This design comes from an exercise in tuning for small area, a short achievable clock period and few clock cycles on the open sky130 flow, not from production work.
Where RTL was checked, it was by simulation tests only, not by an equivalence proof against the original.
Power figures rest on the tool's default switching activity, not on a simulated workload.

== oak ==
==> flow/design.v <==
`timescale 1ns/10ps
package link_pkg;
    localparam int LINK_W = 16;
    localparam int ADR_W = 24;
    localparam int MEM_DEPTH = 64;
    localparam int MEM_AW = 6;
    localparam logic HDR_MARKER = 1'b1;   
    typedef logic [LINK_W-1:0] link_word_t;
    typedef logic [ADR_W-1:0] link_adr_t;
    typedef logic [2:0] beat_cnt_t;   
    typedef enum logic [3:0] {
        CYC_SINGLE = 4'd0,
        CYC_BURST8 = 4'd1,
        CYC_BURST4 = 4'd2
    } cyc_type_e;
    typedef struct packed {
        logic [ADR_W-LINK_W-1:0] adr_hi;
        cyc_type_e cyc;
        logic we;
        logic [1:0] sel;
        logic marker;
    } link_hdr0_t;
    typedef struct packed {
        link_adr_t adr;
        logic we;
        logic [1:0] sel;
        beat_cnt_t last;
    } link_cmd_t;
    typedef struct packed {
        logic ok;
        logic err;
        link_word_t rdata;
    } link_result_t;
    function automatic beat_cnt_t cyc_last(cyc_type_e cyc);
        case (cyc)
            link_pkg::CYC_BURST8: cyc_last = 3'd7;
            link_pkg::CYC_BURST4: cyc_last = 3'd3;
            default: cyc_last = 3'd0;   
        endcase
    endfunction
endpackage
`timescale 1ns/10ps
package wb_pkg;
    localparam int WB_ADR_W = 24;
    localparam int WB_DAT_W = 16;
    typedef logic [WB_ADR_W-1:0] wb_adr_t;   
    typedef logic [WB_DAT_W-1:0] wb_dat_t;
    typedef struct packed {
        logic cyc;
        logic stb;
        logic we;
        logic [1:0] sel;
        wb_adr_t adr;
        wb_dat_t dat;
        logic burst4;
        logic burst8;   
    } wb_req_t;
endpackage
`timescale 1ns/10ps
`timescale 1ns/10ps
`timescale 1ns/10ps
`timescale 1ns/10ps
`timescale 1ns/10ps
`timescale 1ns/10ps
module link_bridge (
    input  logic        i_clk,
    input  logic        i_rst,
    input  logic        wb_cyc_i,
    input  logic        wb_stb_i,
    input  logic        wb_we_i,
    input  logic [1:0]  wb_sel_i,
    input  logic [23:0] wb_adr_i,
    input  logic [15:0] wb_dat_i,
    input  logic        wb_burst4_i,
    input  logic        wb_burst8_i,
    output logic [15:0] wb_dat_o,
    output logic        wb_ack_o,
    output logic        wb_err_o,
    output logic        link_dir_o
);
    logic [15:0] mem [64];
    logic [2:0]  cnt;        
    logic        rd_act;     
    logic [7:0]  lo_q;
    logic [7:0]  hi_q;
    logic [1:0]  wsel_q;     
    logic [15:0] wdat_q;
    logic        beat;
    logic        first;
    logic [2:0]  last;
    logic        is_last;
    logic        hi_zero;
    logic        rin;        
    logic [7:0]  lo_dec;     
    logic [7:0]  hi_dec;
    logic [7:0]  nlo;        
    logic [7:0]  nhi;
    logic        nin;        
    logic [63:0] word_oh;
    logic [15:0] rdat;
    assign beat = wb_cyc_i & wb_stb_i;
    assign first = (cnt == 3'd0);
    assign last = wb_burst8_i ? 3'd7 : (wb_burst4_i ? 3'd3 : 3'd0);
    assign is_last = (cnt == last);
    assign hi_zero = (wb_adr_i[23:6] == 18'd0);
    assign rin = |hi_q;
    assign nlo = {lo_q[6:0], lo_q[7]};
    assign nhi = lo_q[7] ? {hi_q[6:0], 1'b0} : hi_q;
    assign nin = |nhi;
    always_comb begin
        for (int j = 0; j < 8; j++) begin
            lo_dec[j] = (wb_adr_i[2:0] == 3'(j));
            hi_dec[j] = hi_zero & (wb_adr_i[5:3] == 3'(j));
        end
    end
    always_ff @(posedge i_clk) begin
        if (i_rst) begin
            cnt <= 3'd0;
            rd_act <= 1'b0;
            lo_q <= 8'hFF;
            hi_q <= 8'hFF;
            wsel_q <= 2'b11;
            wdat_q <= 16'd0;
            wb_ack_o <= 1'b0;
            wb_err_o <= 1'b0;
            link_dir_o <= 1'b0;
        end else begin
            wsel_q <= 2'b00;
            wb_ack_o <= 1'b0;
            wb_err_o <= 1'b0;
            link_dir_o <= 1'b0;
            if (rd_act) begin
                wb_ack_o <= rin;
                wb_err_o <= ~rin;
                link_dir_o <= ~is_last;
                lo_q <= nlo;
                hi_q <= nhi;
                cnt <= is_last ? 3'd0 : cnt + 3'd1;
                rd_act <= ~is_last;
            end else if (beat) begin
                if (first) begin
                    lo_q <= lo_dec;
                    hi_q <= hi_dec;
                end else begin
                    lo_q <= nlo;
                    hi_q <= nhi;
                end
                if (wb_we_i) begin
                    wb_ack_o <= first ? hi_zero : nin;
                    wb_err_o <= first ? ~hi_zero : ~nin;
                    wsel_q <= wb_sel_i;
                    wdat_q <= wb_dat_i;
                    cnt <= is_last ? 3'd0 : cnt + 3'd1;
                end else begin
                    rd_act <= 1'b1;
                end
            end
        end
    end
    always_comb begin
        rdat = 16'd0;
        for (int i = 0; i < 64; i++) begin
            word_oh[i] = hi_q[i / 8] & lo_q[i % 8];
            rdat = rdat | (mem[i] & {16{word_oh[i]}});
        end
    end
    always_ff @(posedge i_clk) begin
        wb_dat_o <= rdat;
    end
    always_ff @(posedge i_clk) begin
        for (int i = 0; i < 64; i++) begin
            if (word_oh[i] && wsel_q[1]) begin
                mem[i][15:8] <= wdat_q[15:8];
            end
            if (word_oh[i] && wsel_q[0]) begin
                mem[i][7:0] <= wdat_q[7:0];
            end
        end
    end
endmodule
Settings: LEC_CHECK=0, CAP_MARGIN=20, CORE_MARGIN=2, CORE_UTILIZATION=50, CTS_CLUSTER_DIAMETER=80, CTS_CLUSTER_SIZE=25, SETUP_SLACK_MARGIN=4.1, SLEW_MARGIN=20; clock period 6.5 ns.
run.sh (not shown) runs the stock make flow with config.mk's settings and CLKGATE_MAP_FILE= SYNTH_SCRIPT=/design/flow/synth_recipe.tcl, a recipe that flattens the netlist after the stock synthesis.
oak has completed all stages; timing, DRC and antenna checks passed.
## Diff of input files: cedar against oak
--- a/flow/design.v
+++ b/flow/design.v
@@ -158,9 +158,16 @@
         end
     end
+    logic [15:0] grp [8];    
     always_comb begin
-        rdat = 16'd0;
         for (int i = 0; i < 64; i++) begin
             word_oh[i] = hi_q[i / 8] & lo_q[i % 8];
-            rdat = rdat | (mem[i] & {16{word_oh[i]}});
+        end
+        rdat = 16'd0;
+        for (int k = 0; k < 8; k++) begin
+            grp[k] = 16'd0;
+            for (int j = 0; j < 8; j++) begin
+                grp[k] = grp[k] | (mem[8 * k + j] & {16{lo_q[j]}});
+            end
+            rdat = rdat | (grp[k] & {16{hi_q[k]}});
         end
     end
### Flow results
The initial cell density of the core on cedar is in line with that on oak. [cedar vs oak] cell count after synthesis: lower in cedar. When cedar is measured against oak, its count of distinct cell types in the synthesized netlist turns out 14 lower. The cell area after placement of cedar falls short of that of oak by 860 µm². The layout multi-input combinational cell count reported for cedar is smaller than that of oak by 122. In cedar the total power turned out about 8% lower than in oak. A critical path capture point of wb_dat_o[11] is what cedar shows, while wb_dat_o[2] belongs to oak. cedar against oak: overall global routing resource usage now smaller, per-cell routed wire length lower.
Testbench counts of cedar, summed over its fixed seeds: cycles 15,650.
For oak, only the layout was checked, not whether the RTL still works.

-- re-timing with driven ports --
The flow's constraints put no driver on any port. The routed layouts listed below were extracted and timed again, unchanged, in two steps.
Step 1, drivers: a clkbuf_16 drives i_clk and a buf_2 each remaining input, both assumed.
Step 2, shift: input delay + t, output delay - t, t = (earliest + latest rising clock arrival at the registers) / 2. This alone moves slack from input paths to output paths.
Three values: ideal ports, drivers, drivers and shift; two values: the first two.
run | t (ns) | setup slack, ns | latest minus earliest clock arrival (ns) | worst slew at a driven data input, ns
oak | 0.702 | 3.962 / 3.962 / 3.487 | 0.035 / 0.035 | 0.05
cedar | 0.694 | 4.075 / 4.008 / 3.537 | 0.026 / 0.026 | 0.05
After both steps every run listed still meets setup and hold. The setup slack of cedar, which loses most, moves by -0.067 ns with the drivers and by -0.538 ns with both steps.
